Context: an optimization exercise on an open-source flow, tuned for small area, a short achievable clock period and few clock cycles per item. The choices shown serve that exercise and are no tape-out recipe. In this exercise RTL edits were held to simulation tests only and were not proved equivalent to the original. No activity file was given, so power comes from the tool's default toggle rates.

==> flow/design.v (excerpt) <==
module stream_byte_reassembler_core (
	input  logic               clk,
	input  logic               arst_n,
	input  logic               req_valid,
	output logic               req_stall,
	input  logic               kind,
	input  logic [POS_W-1:0]   stream_index,
	input  logic [BYTE_W-1:0]  data_byte,
	input  logic               ends_stream,
	input  logic [SPACE_W-1:0] downstream_space,
	output logic               rsp_valid,
	input  logic               rsp_stall,
	output logic               out_valid,
	output logic [BYTE_W-1:0]  out_byte,
	output logic               last_of_run,
	output logic [SPACE_W-1:0] pending_count,
	output logic               stream_closed
);
For scale: roughly 2600 cells after synthesis, roughly 0.036 sq mm of cells after synthesis.
make LEC_CHECK=0 CAP_MARGIN=20 CORE_MARGIN=2 CORE_UTILIZATION=40 CTS_BUF_LIST='sky130_fd_sc_hd__clkbuf_4 sky130_fd_sc_hd__clkbuf_8 sky130_fd_sc_hd__clkbuf_16' CTS_CLUSTER_DIAMETER=60 CTS_CLUSTER_SIZE=24 SETUP_SLACK_MARGIN=3.0 SLEW_MARGIN=20 finish   # period 6.0 ns
run.sh (not shown) runs the stock make flow with config.mk's settings and CLKGATE_MAP_FILE= SYNTH_SCRIPT=/design/flow/synth_recipe.tcl, a recipe that flattens the netlist after the stock synthesis.
The first run completed with no timing, DRC or antenna violations.
Testbench counts at the start, summed over its fixed seeds: cycles 14,740, items 9,629.
Next try:
--- a/flow/design.v
+++ b/flow/design.v
@@ -59,21 +59,22 @@
 	logic [SPACE_W-1:0] qroom_q;
 	logic [POS_W-1:0]  next_q;
 	logic [WINDOW-1:0] rel_q;
 	logic [BYTE_W-1:0] ring_q [WINDOW];
 	logic [POS_W-1:0]  end_q;
 	logic              end_known_q;
 	logic              blk_q;       
 	logic              em_q;
-	logic              r1v_q, r1d_q, r1l_q, r1f_q, r1nm_q, r1pcl_q;
+	logic [SPACE_W-1:0] ra_q;
+	logic              r1v_q, r1d_q, r1l_q, r1f_q, r1nm_q, r1s_q, r1pcl_q;
 	logic [BYTE_W-1:0] r1b_q;
 	logic [IW-1:0]     r1rk_q;
 	logic [SPACE_W-1:0] r1er_q;
-	logic              r2v_q, r2d_q, r2l_q, r2f_q, r2nm_q, r2pcl_q;
+	logic              r2v_q, r2d_q, r2l_q, r2f_q, r2nm_q, r2s_q, r2pcl_q;
 	logic [BYTE_W-1:0] r2b_q;
 	logic [IW-1:0]     r2k_q;
 	logic [SPACE_W-1:0] r2er_q;
 	logic              ov_q;
 	logic              od_q;
 	logic [BYTE_W-1:0] ob_q;
 	logic              ol_q;
 	logic [SPACE_W-1:0] op_q;
@@ -110,17 +111,17 @@
 			ddec[i] = (d6 == IW'(i));
 		end
 	end
 	assign setv = ddec & {WINDOW{in_win}};
 	assign z0       = !(rel_q[0] || (in_range && (d6 == IW'(0)))) || (qroom_q == '0);
 	assign z1       = !(rel_q[1] || (in_range && (d6 == IW'(1)))) || (qroom_q == SPACE_W'(1));
 	assign nonempty = !closed && !z0;
 	assign last0    = closed || z0 || z1;
-	assign last_e   = (r1rk_q == IW'(1)) || !rel_q[1];
+	assign last_e   = (ra_q == SPACE_W'(1)) || !rel_q[1];
 	logic [SPACE_W-1:0] er;
 	logic               er_small;
 	logic [POS_W-SPACE_W-1:0] nh, nh1;
 	assign nh       = next_q[POS_W-1:SPACE_W];
 	assign nh1      = nh + 1'b1;
 	assign er       = end_q[SPACE_W-1:0] - next_q[SPACE_W-1:0];
 	assign er_small = (end_q[SPACE_W-1:0] < next_q[SPACE_W-1:0]) ? (end_q[POS_W-1:SPACE_W] == nh1)
 	                                                           : (end_q[POS_W-1:SPACE_W] == nh);
@@ -130,17 +131,17 @@
 	always_comb begin
 		for (int i = 0; i < WINDOW; i++) begin
 			kdec[i] = (r1rk_q == IW'(i));
 		end
 	end
 	assign kz = ~rel_q | kdec;
 	logic [SPACE_W-1:0] kfull, pa_new;
 	logic               cl_new;
-	assign kfull  = {1'b0, r2k_q} + SPACE_W'(r2d_q);
+	assign kfull  = {1'b0, r2k_q} + SPACE_W'(r2s_q);
 	assign pa_new = op_q + SPACE_W'(r2nm_q) - kfull;
 	assign cl_new = oc_q || (r2pcl_q && (r2er_q == kfull));
 	logic [SPACE_W-1:0]  lo, dn;
 	logic                eqa, eqb, sn;
 	assign lo  = stream_index[SPACE_W-1:0] - next_q[SPACE_W-1:0];
 	assign eqa = (stream_index[POS_W-1:SPACE_W] == nh);
 	assign eqb = (stream_index[POS_W-1:SPACE_W] == nh1);
 	always_comb begin
@@ -205,52 +206,55 @@
 			end
 		end
 	end
 	always_ff @(posedge clk) begin
 		if (qv_q && !em_q && in_win) ring_q[qplo_q] <= qbyte_q;
 	end
 	always_ff @(posedge clk) begin
 		if (take) begin
+			qkind_q  <= kind;
 			qplo_q   <= stream_index[IW-1:0];
 			qd_q     <= dn;
-			qkind_q  <= kind;
 			qsmall_q <= sn;
 			qbyte_q  <= data_byte;
 			qroom_q  <= (downstream_space > SPACE_W'(WINDOW)) ? SPACE_W'(WINDOW) : downstream_space;
 			if (ends_stream) end_q <= stream_index + POS_W'(!kind);
 		end else if (adv) begin
 			qd_q <= qd_q - SPACE_W'(1);
 			if (qd_q == '0) qsmall_q <= 1'b0;
 		end
 		if (do_proc) begin
+			ra_q    <= room1;
 			r1d_q   <= nonempty;
 			r1b_q   <= !nonempty ? '0 : st0 ? qbyte_q : rd_byte;
 			r1l_q   <= last0;
 			r1f_q   <= 1'b1;
 			r1nm_q  <= nm;
+			r1s_q   <= nonempty;
 			r1pcl_q <= !closed && end_known_q && er_small;
 			r1er_q  <= er;
 			r1rk_q  <= room1[IW-1:0];
 		end else if (do_emit) begin
-			r1rk_q  <= r1rk_q - IW'(1);
+			ra_q    <= ra_q - SPACE_W'(1);
 			r1d_q   <= 1'b1;
 			r1b_q   <= rd_byte;
 			r1l_q   <= last_e;
 			r1f_q   <= 1'b0;
 		end
 		if (r1_move) begin
 			r2d_q   <= r1d_q;
 			r2b_q   <= r1b_q;
 			r2l_q   <= r1l_q;
 			r2f_q   <= r1f_q;
 			r2nm_q  <= r1nm_q;
+			r2s_q   <= r1s_q;
 			r2pcl_q <= r1pcl_q;
 			r2er_q  <= r1er_q;
-			r2k_q   <= r1d_q ? pe64(kz) : '0;
+			r2k_q   <= r1s_q ? pe64(kz) : '0;
 		end
 		if (r2_move) begin
 			od_q <= r2d_q;
 			ob_q <= r2b_q;
 			ol_q <= r2l_q;
 		end
 	end
 	assign rsp_valid     = ov_q;
Result: Total power goes down by about 50%; core utilization is lower by 0.58 points; final cell count shrinks by about 1.7%; routed wire length shrinks by about 5%; global-route usage went down by 1.0 points; setup slack improved by 80 ps; count of clock-buffer cells in the layout rose by 3; clock power goes up by about 6%; via count fell by 4.3%; combinational power came out lower by about 100%; flip-flop and latch count rose by 9.
Testbench counts after the change, summed over its fixed seeds: cycles 14,740, items 9,629.

separate check: timing with driven ports:
The flow's constraints put no driver on any port. The routed layouts listed below were extracted and timed again, unchanged, in two steps. Step 1 (the two cells are an assumption about what drives the block):
set clk [get_ports {clk}]
set_driving_cell -lib_cell sky130_fd_sc_hd__clkbuf_16 $clk
set_driving_cell -lib_cell sky130_fd_sc_hd__buf_2 [delete_from_list [all_inputs] $clk]
Step 2 times the ports against the registers' clock, not the clock port: input delays grow and output delays shrink by t, the midpoint of the rising clock arrivals with the driver on. a / b / c = no drivers / after step 1 / after step 2; a / b = the first two.
| run | shift t [ns] | setup slack, ns | latest minus earliest clock arrival (ns) | worst register clock-pin slew, ns | worst data-port slew with drivers (ns) |
|---|---|---|---|---|---|
| the first run | 0.724 | 2.951 / 2.932 / 2.207 | 0.035 / 0.035 | 0.09 / 0.09 | 0.10 |
| the second run | 0.717 | 3.031 / 2.966 / 2.339 | 0.038 / 0.038 | 0.09 / 0.09 | 0.12 |
After both steps setup and hold are still met in every run listed. For the first run, which loses most, drivers alone change the setup slack by -0.019 ns; drivers and shift together by -0.744 ns.
